This design comes from an exercise in tuning for small area, a short achievable clock period and few clock cycles per item on the open sky130 flow, not from production work.
Function was checked by simulation only, so behaviour that the tests miss may differ from the original.
Power figures rest on the tool's default switching activity, not on a simulated workload.

Design eased_overlay_transition_sequencer_core, start of the top module:
module eased_overlay_transition_sequencer_core (
   input  wire                       clock,
   input  wire                       reset,
   input  wire                       req_tvalid,
   output logic                      req_tready,
   input  wire  [15:0]               req_tdata,    
   input  wire  [6:0]                req_tuser,    
   output logic                      rsp_tvalid,
   input  wire                       rsp_tready,
   output logic [eots_pkg::RSP_W-1:0] rsp_tdata,
   input  wire                       csr_write_enable,
   input  wire  [1:0]                csr_index,
   input  wire  [16:0]               csr_wdata
);
==> flow/config.mk <==
export PLATFORM = sky130hd
export DESIGN_NAME = eased_overlay_transition_sequencer_core
export DESIGN_NICKNAME = eased_overlay_transition_sequencer_core
export VERILOG_FILES = /design/flow/design.v
export SDC_FILE = /design/flow/constraint.sdc
export NUM_CORES = 4
export LEC_CHECK = 0
export CAP_MARGIN = 20
export CORE_MARGIN = 2
export CORE_UTILIZATION = 40
export PLACE_DENSITY = 0.6
export SETUP_SLACK_MARGIN = 5
export SLEW_MARGIN = 20
==> flow/constraint.sdc <==
create_clock -name core_clock -period 8.0 [get_ports {clock}]
set_input_delay 1.6000 -clock core_clock [delete_from_list [all_inputs] [get_ports {clock}]]
set_output_delay 1.6000 -clock core_clock [all_outputs]
set_load 0.01 [all_outputs]
run.sh (not shown) runs the stock make flow with config.mk's settings and CLKGATE_MAP_FILE= SYNTH_SCRIPT=/design/flow/synth_recipe.tcl, a recipe that flattens the netlist after the stock synthesis.
Testbench counts at the start, summed over its fixed seeds: cycles 7,492, items 7,142.
Then changed:
Settings changed: SETUP_SLACK_MARGIN 5 to 3.5.
Area after synthesis is unchanged.
Power is lower by 11%.
Register-to-register slack improved by 70 ps.
Final cell count came out lower by 2.5%.
Sequential share of layout area increases by 1.9 points.
Then changed:
Settings changed: CTS_BUF_LIST set to sky130_fd_sc_hd__clkbuf_4.
Result:
- sequential share of layout area goes up by 0.22 points
- worst hold slack loses 10 ps
- global-route usage is higher by 0.13 points
- via count grows slightly
- setup slack is worse by 15 ps
- die area does not change
- wire length goes up slightly
- critical path depth stays the same
- final area falls slightly
- count of clock-buffer cells in the layout climbs by 110
Then changed:
Settings changed: SETUP_SLACK_MARGIN 3.5 to 2.8.
Final cell count came out lower by 1.7%.
Setup slack got worse by 230 ps.
Die area does not change.
Synthesized area does not change.
Global-route usage is about the same.
Power falls by 4.1%.
Wire length falls by 1.8%.

* * *

Another version of the RTL of eased_overlay_transition_sequencer_core (not shown whole).
For scale: about 3100 cells after synthesis, ~390 flip-flops, ~140 I/O pins.
clock: 8.0 ns
lec_check: 0
cap_margin: 20
core_margin: 2
core_utilization: 60
cts_buf_list: sky130_fd_sc_hd__clkbuf_4
place_density: 0.75
setup_slack_margin: 3.5
slew_margin: 20
Testbench counts at the start, summed over its fixed seeds: cycles 7,504, items 7,142.
Rerun with:
--- a/flow/config.mk
+++ b/flow/config.mk
@@ -10 +10 @@
-export CORE_UTILIZATION = 60
+export CORE_UTILIZATION = 70
@@ -12,2 +12,2 @@
-export PLACE_DENSITY = 0.75
-export SETUP_SLACK_MARGIN = 3.5
+export PLACE_DENSITY = 0.85
+export SETUP_SLACK_MARGIN = 3.8
What happened: The new run passed the timing, DRC and antenna checks. Global-route usage rises by 7.5 points. Sequential share of layout area falls by 0.30 points. Clock power rises by about 5%. Final area rises by 1.1%. Non-clock buffer count rises by 20. Via count rises by 9.2%. Die area falls by 14%. Area after synthesis stays the same. Fmax falls by 2.8%.

* * *

Setup of harbor:
Another version of the RTL of eased_overlay_transition_sequencer_core (not shown whole).
Size: roughly 3,100 cells after synthesis, ~390 flip-flops, about 30,000 um2 of cells after synthesis.
clock: 8.0 ns
lec_check: 0
cap_margin: 20
core_margin: 2
core_utilization: 60
cts_buf_list: sky130_fd_sc_hd__clkbuf_4
place_density: 0.75
setup_slack_margin: 3.5
slew_margin: 20
tns_end_percent: 10
standard.sh (not shown) runs the stock make flow with config.mk's settings and CLKGATE_MAP_FILE= SYNTH_SCRIPT=/design/flow/synth_recipe.tcl, a recipe that flattens the netlist after the stock synthesis.
==> flow/flow/run.sh <==
#!/bin/bash
# The standard layout, with the port buffers made of the smallest buffer cell.
set -euo pipefail
export BUFFER_PORTS_ARGS="-buffer_cell sky130_fd_sc_hd__buf_1"
bash standard.sh > standard.log 2>&1
harbor: all stages complete, timing, DRC and antenna checks passed
Testbench counts of harbor, summed over its fixed seeds: cycles 7,468, items 7,142.
Inputs modified between harbor and cedar:
# harbor
export LEC_CHECK = 0
export CAP_MARGIN = 20
export CORE_MARGIN = 2
export CORE_UTILIZATION = 60
export CTS_BUF_LIST = sky130_fd_sc_hd__clkbuf_4
export PLACE_DENSITY = 0.75
export SETUP_SLACK_MARGIN = 3.5
export SLEW_MARGIN = 20
export TNS_END_PERCENT = 10
create_clock -name core_clock -period 8.0 [get_ports {clock}]
# cedar
export LEC_CHECK = 0
export CAP_MARGIN = 20
export CORE_MARGIN = 2
export CORE_UTILIZATION = 60
export CTS_BUF_LIST = sky130_fd_sc_hd__clkbuf_8
export CTS_CLUSTER_DIAMETER = 60
export CTS_CLUSTER_SIZE = 14
export PLACE_DENSITY = 0.75
export SETUP_SLACK_MARGIN = 3.2
export SLEW_MARGIN = 20
create_clock -name core_clock -period 8.0 [get_ports {clock}]
==> comparison <==
| number of detailed-routing iterations run before antenna repair | higher: harbor |
The net count reported at finish of cedar falls short of that of harbor by 102.
Higher path depth of the worst reg2reg path among harbor and cedar: cedar
Per the comparison of cedar with harbor, setup slack went up 0.11 ns; sequential element share of the synthesized area held.
[diff] worst hold slack, cedar relative to harbor: improvement
What fjord does differently from cedar at the input level:
# cedar
export LEC_CHECK = 0
export CAP_MARGIN = 20
export CORE_MARGIN = 2
export CORE_UTILIZATION = 60
export CTS_BUF_LIST = sky130_fd_sc_hd__clkbuf_8
export CTS_CLUSTER_DIAMETER = 60
export CTS_CLUSTER_SIZE = 14
export PLACE_DENSITY = 0.75
export SETUP_SLACK_MARGIN = 3.2
export SLEW_MARGIN = 20
create_clock -name core_clock -period 8.0 [get_ports {clock}]
# fjord
export LEC_CHECK = 0
export CAP_MARGIN = 20
export CORE_MARGIN = 2
export CORE_UTILIZATION = 60
export CTS_BUF_LIST = sky130_fd_sc_hd__clkbuf_4
export PLACE_DENSITY = 0.75
export SETUP_SLACK_MARGIN = 3.5
export SLEW_MARGIN = 20
create_clock -name core_clock -period 8.0 [get_ports {clock}]
Results
In the metrics for fjord and cedar, the one carrying the lower number of setup buffers added after CTS is cedar. fjord vs. cedar: final critical-path setup slack climbed 0.031 ns; worst hold-check slack -0.012 ns; final design utilization rose by 3.2 points. Between cedar and fjord, routed via count increased. Diff cedar -> fjord | non-clock buffer count | up by more than 10%. fjord against cedar; met2 wire length is up by a little under 10%.
The following lists how tundra was set up differently from fjord:
# fjord
export LEC_CHECK = 0
export CAP_MARGIN = 20
export CORE_MARGIN = 2
export CORE_UTILIZATION = 60
export CTS_BUF_LIST = sky130_fd_sc_hd__clkbuf_4
export PLACE_DENSITY = 0.75
export SETUP_SLACK_MARGIN = 3.5
export SLEW_MARGIN = 20
create_clock -name core_clock -period 8.0 [get_ports {clock}]
# tundra
export LEC_CHECK = 0
export CAP_MARGIN = 20
export CORE_MARGIN = 2
export CORE_UTILIZATION = 60
export CTS_BUF_LIST = sky130_fd_sc_hd__clkbuf_8
export CTS_CLUSTER_DIAMETER = 70
export CTS_CLUSTER_SIZE = 17
export PLACE_DENSITY = 0.75
export SETUP_SLACK_MARGIN = 3.2
export SLEW_MARGIN = 20
create_clock -name core_clock -period 8.0 [get_ports {clock}]
## What came out
Diff fjord -> tundra: buffer and inverter count on the worst path has decreased, peak supply drop has increased, CTS buffer count has decreased, number of optimization iterations in the first detailed-route pass has decreased. When tundra is set beside fjord, its final core utilization turns out to be 3.6 points smaller. Summary of the comparison: growth of design area from synthesis to finish is lower in tundra, relative to fjord. tundra against fjord: final cell count fell 195; wire length fell by 7.2 mm. Time the worst path needs with I/O delays and setup (higher): tundra. Compared tundra vs fjord, and combinational power share is up in tundra. Min instance count along the most critical hold path across tundra and fjord: tundra. tundra was carried through to the last stage, and its layout satisfied the timing, DRC and antenna checks.

* * *

v54:
eased_overlay_transition_sequencer_core again, from the RTL that the note above started with.
clock: 8.0 ns
lec_check: 0
cap_margin: 20
core_margin: 2
core_utilization: 60
cts_buf_list: sky130_fd_sc_hd__clkbuf_8
cts_cluster_diameter: 60
cts_cluster_size: 14
place_density: 0.75
setup_slack_margin: 3.5
slew_margin: 20
Scripts as last shown in full above: flow/flow/run.sh
v54 finished every stage and its layout cleared the timing, DRC and antenna checks.
Testbench counts of v54, summed over its fixed seeds: cycles 7,468, items 7,142.
Changes in v12 relative to v54:
--- a/flow/config.mk
+++ b/flow/config.mk
@@ -15 +15 @@
-export SETUP_SLACK_MARGIN = 3.5
+export SETUP_SLACK_MARGIN = 3.35
Notes after the runs:
Detailed route wirelength on metal2, v12 and v54: lower on v12. Summary of v12 over v54: core occupancy in the finished layout has decreased, fill cell instance count of the final layout climbed 80, period utilization flat, routed wire length went down. Part of the power in the clock network was higher in v12 than in v54. Of v12 and v54, the run reporting the higher flip-flop and latch share of the layout cell area was v12. Setup slack on v12 is ahead of v54. [diff] worst slew slack as a fraction of its limit, v12 relative to v54: regression. On wire length of the first global-routing pass, v54 loses to v12.
Changes in v24 relative to v12:
--- a/flow/config.mk
+++ b/flow/config.mk
@@ -15 +15 @@
-export SETUP_SLACK_MARGIN = 3.35
+export SETUP_SLACK_MARGIN = 2.95
[summary]
In the metrics for v24 and v12, the one carrying the lower final worst-path cycle share is v12.
Via count of the first global-routing pass: v24 and v12 compared, higher one is v12
Taking v12 as the reference, in v24 share of total power in the clock network increased 0.2 points; total length of routed met3 wires decreased 8.4%; total power decreased about 7%; total non-filler cell area in the finished layout decreased about 3.3%.
Of v24 and v12, the run reporting the lower combinational share of power was v24.
Compared to v12, v24 has hold slack 0.0067 ns higher.
Re setup violation total in the final timing report: no difference whatsoever between v24 and v12.

what the ideal ports hide:
No port has a modelled driver above. Below, the same layouts with a new extraction and two added sets of constraints.
Step 1 (the two cells are an assumption about what drives the block):
set clk [get_ports {clock}]
set_driving_cell -lib_cell sky130_fd_sc_hd__clkbuf_16 $clk
set_driving_cell -lib_cell sky130_fd_sc_hd__buf_2 [delete_from_list [all_inputs] $clk]
Step 2 times the ports against the registers' clock, not the clock port: input delays grow and output delays shrink by t, the midpoint of the rising clock arrivals with the driver on.
a / b / c = ideal ports / drivers / drivers and shift; a / b = the first two.
run | t, ns | setup WS [ns] | hold WS [ns] | worst slew at a driven data input, ns
the first run of note 1 | 0.667 | 3.105 / 3.105 / 3.105 | 0.419 / 0.419 / 0.419 | 0.07
the second run of note 1 | 0.665 | 3.176 / 3.176 / 3.098 | 0.403 / 0.403 / 0.403 | 0.06
the third run of note 1 | 0.911 | 3.161 / 3.161 / 2.934 | 0.393 / 0.393 / 0.393 | 0.06
the fourth run of note 1 | 0.931 | 2.933 / 2.933 / 2.933 | 0.415 / 0.415 / 0.415 | 0.09
the first run of note 2 | 0.897 | 3.088 / 3.088 / 2.847 | 0.407 / 0.407 / 0.407 | 0.05
the second run of note 2 | 0.880 | 2.946 / 2.946 / 2.946 | 0.415 / 0.415 / 0.415 | 0.11
harbor | 0.891 | 3.020 / 3.020 / 2.958 | 0.418 / 0.418 / 0.418 | 0.07
cedar | 0.667 | 3.132 / 3.132 / 3.132 | 0.422 / 0.422 / 0.422 | 0.04
fjord | 0.898 | 3.163 / 3.163 / 3.004 | 0.410 / 0.410 / 0.410 | 0.05
tundra | 0.716 | 3.142 / 3.142 / 3.142 | 0.422 / 0.422 / 0.422 | 0.04
v54 | 0.680 | 3.138 / 3.138 / 3.138 | 0.421 / 0.421 / 0.421 | 0.04
v12 | 0.707 | 3.144 / 3.144 / 3.144 | 0.422 / 0.422 / 0.422 | 0.06
v24 | 0.664 | 3.025 / 3.025 / 3.025 | 0.429 / 0.429 / 0.429 | 0.10
After both steps setup and hold are still met in every run listed. For the first run of note 2, which loses most, drivers alone change the setup slack by 0.000 ns; drivers and shift together by -0.241 ns.
